From an optimization exercise on the open Yosys and OpenROAD flow, aimed at small area, a short achievable clock period and few clock cycles per item; shortcuts taken in it are not production practice. At most, simulation tests tie the RTL to the original design; equivalence was not proved.

==> inputs of run a <==
==> flow/design.v <==
`default_nettype none
package aes_pkg;
  localparam logic [7:0] RCON_INIT = 8'h01;
  localparam logic [2047:0] SBOX_TBL = {
    128'h637c777bf26b6fc53001672bfed7ab76,
    128'hca82c97dfa5947f0add4a2af9ca472c0,
    128'hb7fd9326363ff7cc34a5e5f171d83115,
    128'h04c723c31896059a071280e2eb27b275,
    128'h09832c1a1b6e5aa0523bd6b329e32f84,
    128'h53d100ed20fcb15b6acbbe394a4c58cf,
    128'hd0efaafb434d338545f9027f503c9fa8,
    128'h51a3408f929d38f5bcb6da2110fff3d2,
    128'hcd0c13ec5f974417c4a77e3d645d1973,
    128'h60814fdc222a908846eeb814de5e0bdb,
    128'he0323a0a4906245cc2d3ac629195e479,
    128'he7c8376d8dd54ea96c56f4ea657aae08,
    128'hba78252e1ca6b4c6e8dd741f4bbd8b8a,
    128'h703eb5664803f60e613557b986c11d9e,
    128'he1f8981169d98e949b1e87e9ce5528df,
    128'h8ca1890dbfe6426841992d0fb054bb16
  };
  typedef enum logic [1:0] {
    IDLE  = 2'd0,
    GEN   = 2'd1,
    DRAIN = 2'd2
  } state_t;
  function automatic logic [7:0] sbox(input logic [7:0] b);
    logic [10:0] idx;
    idx = {~b, 3'b000};
    sbox = SBOX_TBL[idx +: 8];
  endfunction
  function automatic logic [7:0] xtime(input logic [7:0] b);
    xtime = {b[6:0], 1'b0} ^ (b[7] ? 8'h1b : 8'h00);
  endfunction
  function automatic int nr_from_nk(input int nk);
    nr_from_nk = nk + 6;
  endfunction
endpackage
`default_nettype wire
`default_nettype none
module aes_sbox
(
  input  logic [7:0] i_byte,
  output logic [7:0] o_byte
);
  logic U0, U1, U2, U3, U4, U5, U6, U7;
  logic S0, S1, S2, S3, S4, S5, S6, S7;
  logic T1, T2, T3, T4, T5, T6, T7, T8, T9, T10, T11, T12, T13, T14, T15, T16, T17, T18, T19, T20, T21, T22, T23, T24, T25, T26, T27, M1, M2, M3, M4, M5, M6, M7, M8, M9, M10, M11, M12, M13, M14, M15, M16, M17, M18, M19, M20, M21, M22, M23, M24, M25, M26, M27, M28, M29, M30, M31, M32, M33, M34, M35, M36, M37, M38, M39, M40, M41, M42, M43, M44, M45, M46, M47, M48, M49, M50, M51, M52, M53, M54, M55, M56, M57, M58, M59, M60, M61, M62, M63, L0, L1, L2, L3, L4, L5, L6, L7, L8, L9, L10, L11, L12, L13, L14, L15, L16, L17, L18, L19, L20, L21, L22, L23, L24, L25, L26, L27, L28, L29;
  assign {U0, U1, U2, U3, U4, U5, U6, U7} = i_byte;
  assign T1 = U0 ^ U3;
  assign T2 = U0 ^ U5;
  assign T3 = U0 ^ U6;
  assign T4 = U3 ^ U5;
  assign T5 = U4 ^ U6;
  assign T6 = T1 ^ T5;
  assign T7 = U1 ^ U2;
  assign T8 = U7 ^ T6;
  assign T9 = U7 ^ T7;
  assign T10 = T6 ^ T7;
  assign T11 = U1 ^ U5;
  assign T12 = U2 ^ U5;
  assign T13 = T3 ^ T4;
  assign T14 = T6 ^ T11;
  assign T15 = T5 ^ T11;
  assign T16 = T5 ^ T12;
  assign T17 = T9 ^ T16;
  assign T18 = U3 ^ U7;
  assign T19 = T7 ^ T18;
  assign T20 = T1 ^ T19;
  assign T21 = U6 ^ U7;
  assign T22 = T7 ^ T21;
  assign T23 = T2 ^ T22;
  assign T24 = T2 ^ T10;
  assign T25 = T20 ^ T17;
  assign T26 = T3 ^ T16;
  assign T27 = T1 ^ T12;
  assign M1 = T13 & T6;
  assign M2 = T23 & T8;
  assign M3 = T14 ^ M1;
  assign M4 = T19 & U7;
  assign M5 = M4 ^ M1;
  assign M6 = T3 & T16;
  assign M7 = T22 & T9;
  assign M8 = T26 ^ M6;
  assign M9 = T20 & T17;
  assign M10 = M9 ^ M6;
  assign M11 = T1 & T15;
  assign M12 = T4 & T27;
  assign M13 = M12 ^ M11;
  assign M14 = T2 & T10;
  assign M15 = M14 ^ M11;
  assign M16 = M3 ^ M2;
  assign M17 = M5 ^ T24;
  assign M18 = M8 ^ M7;
  assign M19 = M10 ^ M15;
  assign M20 = M16 ^ M13;
  assign M21 = M17 ^ M15;
  assign M22 = M18 ^ M13;
  assign M23 = M19 ^ T25;
  assign M24 = M22 ^ M23;
  assign M25 = M22 & M20;
  assign M26 = M21 ^ M25;
  assign M27 = M20 ^ M21;
  assign M28 = M23 ^ M25;
  assign M29 = M28 & M27;
  assign M30 = M26 & M24;
  assign M31 = M20 & M23;
  assign M32 = M27 & M31;
  assign M33 = M27 ^ M25;
  assign M34 = M21 & M22;
  assign M35 = M24 & M34;
  assign M36 = M24 ^ M25;
  assign M37 = M21 ^ M29;
  assign M38 = M32 ^ M33;
  assign M39 = M23 ^ M30;
  assign M40 = M35 ^ M36;
  assign M41 = M38 ^ M40;
  assign M42 = M37 ^ M39;
  assign M43 = M37 ^ M38;
  assign M44 = M39 ^ M40;
  assign M45 = M42 ^ M41;
  assign M46 = M44 & T6;
  assign M47 = M40 & T8;
  assign M48 = M39 & U7;
  assign M49 = M43 & T16;
  assign M50 = M38 & T9;
  assign M51 = M37 & T17;
  assign M52 = M42 & T15;
  assign M53 = M45 & T27;
  assign M54 = M41 & T10;
  assign M55 = M44 & T13;
  assign M56 = M40 & T23;
  assign M57 = M39 & T19;
  assign M58 = M43 & T3;
  assign M59 = M38 & T22;
  assign M60 = M37 & T20;
  assign M61 = M42 & T1;
  assign M62 = M45 & T4;
  assign M63 = M41 & T2;
  assign L0 = M61 ^ M62;
  assign L1 = M50 ^ M56;
  assign L2 = M46 ^ M48;
  assign L3 = M47 ^ M55;
  assign L4 = M54 ^ M58;
  assign L5 = M49 ^ M61;
  assign L6 = M62 ^ L5;
  assign L7 = M46 ^ L3;
  assign L8 = M51 ^ M59;
  assign L9 = M52 ^ M53;
  assign L10 = M53 ^ L4;
  assign L11 = M60 ^ L2;
  assign L12 = M48 ^ M51;
  assign L13 = M50 ^ L0;
  assign L14 = M52 ^ M61;
  assign L15 = M55 ^ L1;
  assign L16 = M56 ^ L0;
  assign L17 = M57 ^ L1;
  assign L18 = M58 ^ L8;
  assign L19 = M63 ^ L4;
  assign L20 = L0 ^ L1;
  assign L21 = L1 ^ L7;
  assign L22 = L3 ^ L12;
  assign L23 = L18 ^ L2;
  assign L24 = L15 ^ L9;
  assign L25 = L6 ^ L10;
  assign L26 = L7 ^ L9;
  assign L27 = L8 ^ L10;
  assign L28 = L11 ^ L14;
  assign L29 = L11 ^ L17;
  assign S0 = L6 ^ L24;
  assign S1 = ~(L16 ^ L26);
  assign S2 = ~(L19 ^ L28);
  assign S3 = L6 ^ L21;
  assign S4 = L20 ^ L22;
  assign S5 = L25 ^ L29;
  assign S6 = ~(L13 ^ L27);
  assign S7 = ~(L6 ^ L23);
  assign o_byte = {S0, S1, S2, S3, S4, S5, S6, S7};
endmodule
module aes_subword
(
  input  logic [31:0] i_word,
  output logic [31:0] o_word
);
  for (genvar b = 0; b < 4; b++) begin : g_byte
    aes_sbox u_sbox (
      .i_byte (i_word[8*b +: 8]),
      .o_byte (o_word[8*b +: 8])
    );
  end
endmodule
`default_nettype wire
`default_nettype none
module aes_key_expand (
  input  logic         clk,
  input  logic         reset,
  input  logic         start,
  input  logic [255:0] key_in,
  output logic         busy,
  output logic         rk_valid,
  input  logic         rk_ready,
  output logic [3:0]   rk_round,
  output logic [31:0]  k0_out,
  output logic [31:0]  k1_out,
  output logic [31:0]  k2_out,
  output logic [31:0]  k3_out,
  output logic         done
);
  logic [127:0] r_a, r_b;
  logic [3:0]   r_rnd;
  logic         r_busy, r_done;
  logic [31:0]  w_sub, w_temp;
  logic [7:0]   w_rcon;
  logic [31:0]  a0, a1, a2, a3;
  logic         w_adv;
  logic [127:0] w_pre, w_base, w_next;
  assign a0 = r_a[127:96];
  assign a1 = r_a[95:64];
  assign a2 = r_a[63:32];
  assign a3 = r_a[31:0];
  aes_subword u_subword (
    .i_word (r_b[31:0]),
    .o_word (w_sub)
  );
  assign w_rcon = r_rnd[0] ? 8'h00 : (8'h01 << r_rnd[3:1]);
  assign w_adv = r_busy && rk_ready;
  assign w_temp = (w_adv && !r_rnd[0]) ? {w_sub[23:0], w_sub[31:24]}
                : (w_adv &&  r_rnd[0]) ? w_sub
                : 32'h0;
  assign w_pre[127:96] = a0 ^ {w_rcon, 24'h0};
  assign w_pre[95:64]  = a0 ^ a1 ^ {w_rcon, 24'h0};
  assign w_pre[63:32]  = a0 ^ a1 ^ a2 ^ {w_rcon, 24'h0};
  assign w_pre[31:0]   = a0 ^ a1 ^ a2 ^ a3 ^ {w_rcon, 24'h0};
  assign w_base = !r_busy ? key_in[127:0]
                : rk_ready ? w_pre
                : r_b;
  assign w_next = w_base ^ {4{w_temp}};
  always_ff @(posedge clk) begin
    if (!r_busy)
      r_a <= key_in[255:128];
    else if (rk_ready)
      r_a <= r_b;
    r_b <= w_next;
  end
  always_ff @(posedge clk) begin
    if (reset) begin
      r_busy <= 1'b0;
      r_done <= 1'b0;
      r_rnd  <= '0;
    end else begin
      r_done <= 1'b0;
      if (!r_busy) begin
        r_rnd <= '0;
        if (start)
          r_busy <= 1'b1;
      end else if (rk_ready) begin
        r_rnd <= r_rnd + 4'd1;
        if (r_rnd == 4'd14) begin
          r_busy <= 1'b0;
          r_done <= 1'b1;
        end
      end
    end
  end
  assign busy     = r_busy;
  assign rk_valid = r_busy;
  assign rk_round = r_rnd;
  assign k0_out   = a0;
  assign k1_out   = a1;
  assign k2_out   = a2;
  assign k3_out   = a3;
  assign done     = r_done;
endmodule
`default_nettype wire
`default_nettype none
module aes256_key_expand (
  input  logic         clk,
  input  logic         reset,
  input  logic         start,
  input  logic [255:0] key_in,
  output logic         busy,
  output logic         rk_valid,
  input  logic         rk_ready,
  output logic [3:0]   rk_round,
  output logic [31:0]  k0_out,
  output logic [31:0]  k1_out,
  output logic [31:0]  k2_out,
  output logic [31:0]  k3_out,
  output logic         done
);
  aes_key_expand u_core (
    .clk      (clk),
    .reset    (reset),
    .start    (start),
    .key_in   (key_in),
    .busy     (busy),
    .rk_valid (rk_valid),
    .rk_ready (rk_ready),
    .rk_round (rk_round),
    .k0_out   (k0_out),
    .k1_out   (k1_out),
    .k2_out   (k2_out),
    .k3_out   (k3_out),
    .done     (done)
  );
endmodule
`default_nettype wire
==> flow/run.sh <==
#!/bin/bash
# synth_recipe.tcl (not shown) runs the flow's synth.tcl, then flattens the netlist and writes it again
# the make line also repeats each setting of config.mk as NAME=value (left out here)
make -C /OpenROAD-flow-scripts/flow DESIGN_CONFIG=/design/flow/config.mk WORK_HOME=/design/flow/orfs CLKGATE_MAP_FILE= SYNTH_SCRIPT=/design/flow/synth_recipe.tcl finish
==> flow/config.mk <==
export PLATFORM = sky130hd
export DESIGN_NAME = aes256_key_expand
export DESIGN_NICKNAME = aes256_key_expand
export VERILOG_FILES = /design/flow/design.v
export SDC_FILE = /design/flow/constraint.sdc
export NUM_CORES = 4
export LEC_CHECK = 0
export CAP_MARGIN = 20
export CORE_MARGIN = 2
export CORE_UTILIZATION = 40
export PLACE_DENSITY = 0.6
export SETUP_SLACK_MARGIN = 3.0
export SLEW_MARGIN = 20
==> flow/constraint.sdc <==
create_clock -name core_clock -period 6.0 [get_ports {clk}]
set_input_delay 1.2000 -clock core_clock [delete_from_list [all_inputs] [get_ports {clk}]]
set_output_delay 1.2000 -clock core_clock [all_outputs]
set_load 0.01 [all_outputs]
==> run b: changes against run a <==
==> flow/design.v, changed modules only <==
module aes_subword
(
  input  logic [31:0] i_word,
  output logic [31:0] o_word
);
  for (genvar b = 0; b < 4; b++) begin : g_byte
    assign o_word[8*b +: 8] = aes_pkg::sbox(i_word[8*b +: 8]);
  end
endmodule
module aes_key_expand (
  input  logic         clk,
  input  logic         reset,
  input  logic         start,
  input  logic [255:0] key_in,
  output logic         busy,
  output logic         rk_valid,
  input  logic         rk_ready,
  output logic [3:0]   rk_round,
  output logic [31:0]  k0_out,
  output logic [31:0]  k1_out,
  output logic [31:0]  k2_out,
  output logic [31:0]  k3_out,
  output logic         done
);
  logic [127:0] r_a, r_b;
  logic [3:0]   r_rnd;
  logic         r_busy, r_done;
  logic [31:0]  w_sub, w_temp;
  logic [7:0]   w_rcon;
  logic [31:0]  a0, a1, a2, a3;
  logic         w_adv, w_sel_load, w_sel_adv, w_sel_hold;
  logic [127:0] w_pre, w_base, w_next;
  assign a0 = r_a[127:96];
  assign a1 = r_a[95:64];
  assign a2 = r_a[63:32];
  assign a3 = r_a[31:0];
  aes_subword u_subword (
    .i_word (r_b[31:0]),
    .o_word (w_sub)
  );
  assign w_rcon = r_rnd[0] ? 8'h00 : (8'h01 << r_rnd[3:1]);
  assign w_adv = r_busy && rk_ready;
  assign w_temp = (w_adv && !r_rnd[0]) ? {w_sub[23:0], w_sub[31:24]}
                : (w_adv &&  r_rnd[0]) ? w_sub
                : 32'h0;
  assign w_pre[127:96] = a0 ^ {w_rcon, 24'h0};
  assign w_pre[95:64]  = a0 ^ a1 ^ {w_rcon, 24'h0};
  assign w_pre[63:32]  = a0 ^ a1 ^ a2 ^ {w_rcon, 24'h0};
  assign w_pre[31:0]   = a0 ^ a1 ^ a2 ^ a3 ^ {w_rcon, 24'h0};
  assign w_sel_load = !r_busy;
  assign w_sel_adv  = r_busy && rk_ready;
  assign w_sel_hold = r_busy && !rk_ready;
  assign w_base = ({128{w_sel_load}} & key_in[127:0])
                | ({128{w_sel_adv}}  & w_pre)
                | ({128{w_sel_hold}} & r_b);
  assign w_next = w_base ^ {4{w_temp}};
  always_ff @(posedge clk) begin
    r_a <= ({128{w_sel_load}} & key_in[255:128])
         | ({128{w_sel_adv}}  & r_b)
         | ({128{w_sel_hold}} & r_a);
    r_b <= w_next;
  end
  always_ff @(posedge clk) begin
    if (reset) begin
      r_busy <= 1'b0;
      r_done <= 1'b0;
      r_rnd  <= '0;
    end else begin
      r_done <= 1'b0;
      if (!r_busy) begin
        r_rnd <= '0;
        if (start)
          r_busy <= 1'b1;
      end else if (rk_ready) begin
        r_rnd <= r_rnd + 4'd1;
        if (r_rnd == 4'd14) begin
          r_busy <= 1'b0;
          r_done <= 1'b1;
        end
      end
    end
  end
  assign busy     = r_busy;
  assign rk_valid = r_busy;
  assign rk_round = r_rnd;
  assign k0_out   = a0;
  assign k1_out   = a1;
  assign k2_out   = a2;
  assign k3_out   = a3;
  assign done     = r_done;
endmodule
// module aes_sbox removed
==> flow/flow/run.sh (new file) <==
#!/bin/bash
# Layout flow: the standard ORFS flow, except that synthesis runs
# flow/my_synth.tcl (the standard synthesis script with a different ABC
# mapping script and without half/full-adder extraction). The registers are
# made by the same Yosys passes as in the standard synthesis.
# Every tool's output goes to a log file in this folder (and ORFS's own logs
# under orfs/logs).
set -euo pipefail
here=$(pwd)
bash standard.sh SYNTH_SCRIPT="$here/flow/my_synth.tcl" finish > "$here/flow_orfs.log" 2>&1
==> flow/flow/my_abc.script (new file) <==
strash
dch
map
topo
stime -c
buffer -c
upsize -c
dnsize -c
==> flow/flow/my_synth.tcl (new file) <==
set my_abc_script [file join [file dirname [file normalize [info script]]] my_abc.script]
proc synth {args} { yosys synth -nofsm -noshare {*}$args }
proc extract_fa {args} { puts "my_synth: extract_fa skipped" }
proc abc {args} {
  set i [lsearch -exact $args -script]
  if {$i >= 0} { lset args [expr {$i + 1}] $::my_abc_script }
  yosys abc {*}$args
}
source $::env(SCRIPTS_DIR)/synth.tcl
# left out here: clear keep_hierarchy, flatten, clean up, hide names made inside functions, write 1_2_yosys.v
==> flow/standard.sh (new file) <==
#!/bin/bash
# synth_recipe.tcl (not shown) runs the flow's synth.tcl, then flattens the netlist and writes it again
# the make line also repeats each setting of config.mk as NAME=value (left out here)
make -C /OpenROAD-flow-scripts/flow DESIGN_CONFIG=/design/flow/config.mk WORK_HOME=/design/flow/orfs CLKGATE_MAP_FILE= SYNTH_SCRIPT=/design/flow/synth_recipe.tcl "${@:-finish}"
Settings changed: SETUP_SLACK_MARGIN 3.0 to 4.0.
removed: flow/run.sh
==> qor summary <==
metric                                                                      run b                   run a
Run status                                               timing/DRC/antenna clean  timing/DRC/antenna clean
Setup Skew                                                              0.0181 ns               0.0289 ns
Synth top area share                                                        0.215                   0.183
Clock-cell share of area                                                   0.0238                  0.0315
Synth Net Count                                                              4279                    2562
Count of nets after finishing                                                5034                    3146
Total global routing track utilization                                      0.471                   0.275
Number of antenna cells inserted                                                9                       1
CP Capture Point                                           u_core.r_b[40]$_DFF_P_   u_core.r_b[2]$_DFF_P_
Time the final worst path needs with I/O delays and setup                 2.56 ns                 5.10 ns
Wl on met1                                                               57400 um                33400 um
Number of inserted filler cells in the final layout                          4660                    4323
Met1 routing resource usage after global routing                            0.586                   0.361
Final GP Congestion                                                          1.07                   0.924
Netlist area before placement                                         24400 sq um             21000 sq um
Cell depth of the worst flop-to-flop path                                      16                      18
Proportion of cell area occupied by multi-input gates                       0.535                   0.522
Compound-gate portion of the synthesized area                               0.290                   0.149
Inverters, non-clock                                                          184                      24
Launch point of the worst hold path                        u_core.r_b[51]$_DFF_P_  u_core.r_b[66]$_DFF_P_
Non-clock buffer contribution to total cell area                            0.265                   0.212
Testbench counts of run b, summed over its fixed seeds: cycles 3,072, keys 192.
Only the layout flow was run in run a; the RTL was not checked for function there.

## port drivers added, routing unchanged
In the flow no input, the clock included, has a driving cell. The finished layouts below were timed again as built, in two steps.
Step 1: set_driving_cell puts a clkbuf_16 on clk and a buf_2 on each other input, an assumption about the parent block.
Step 2 moves the port delays by t, midway between the first and last clock arrival at a register: inputs arrive t later, outputs are due t later. That takes back most of the time a late clock gives input paths.
Slacks: no drivers / after step 1 / after step 2; pairs: no drivers / after step 1.
run | t (ns) | slack for setup (ns) | hold slack, ns | worst setup path after step 2
run a | 0.653 | 0.901 / 0.901 / 0.901 | 0.501 / 0.501 / 0.501 | register to register
run b | 0.683 | 3.444 / 3.444 / 3.043 | 0.444 / 0.444 / 0.444 | input to register
After both steps every run listed still meets setup and hold. The setup slack of run b, which loses most, moves by 0.000 ns with the drivers and by -0.401 ns with both steps.
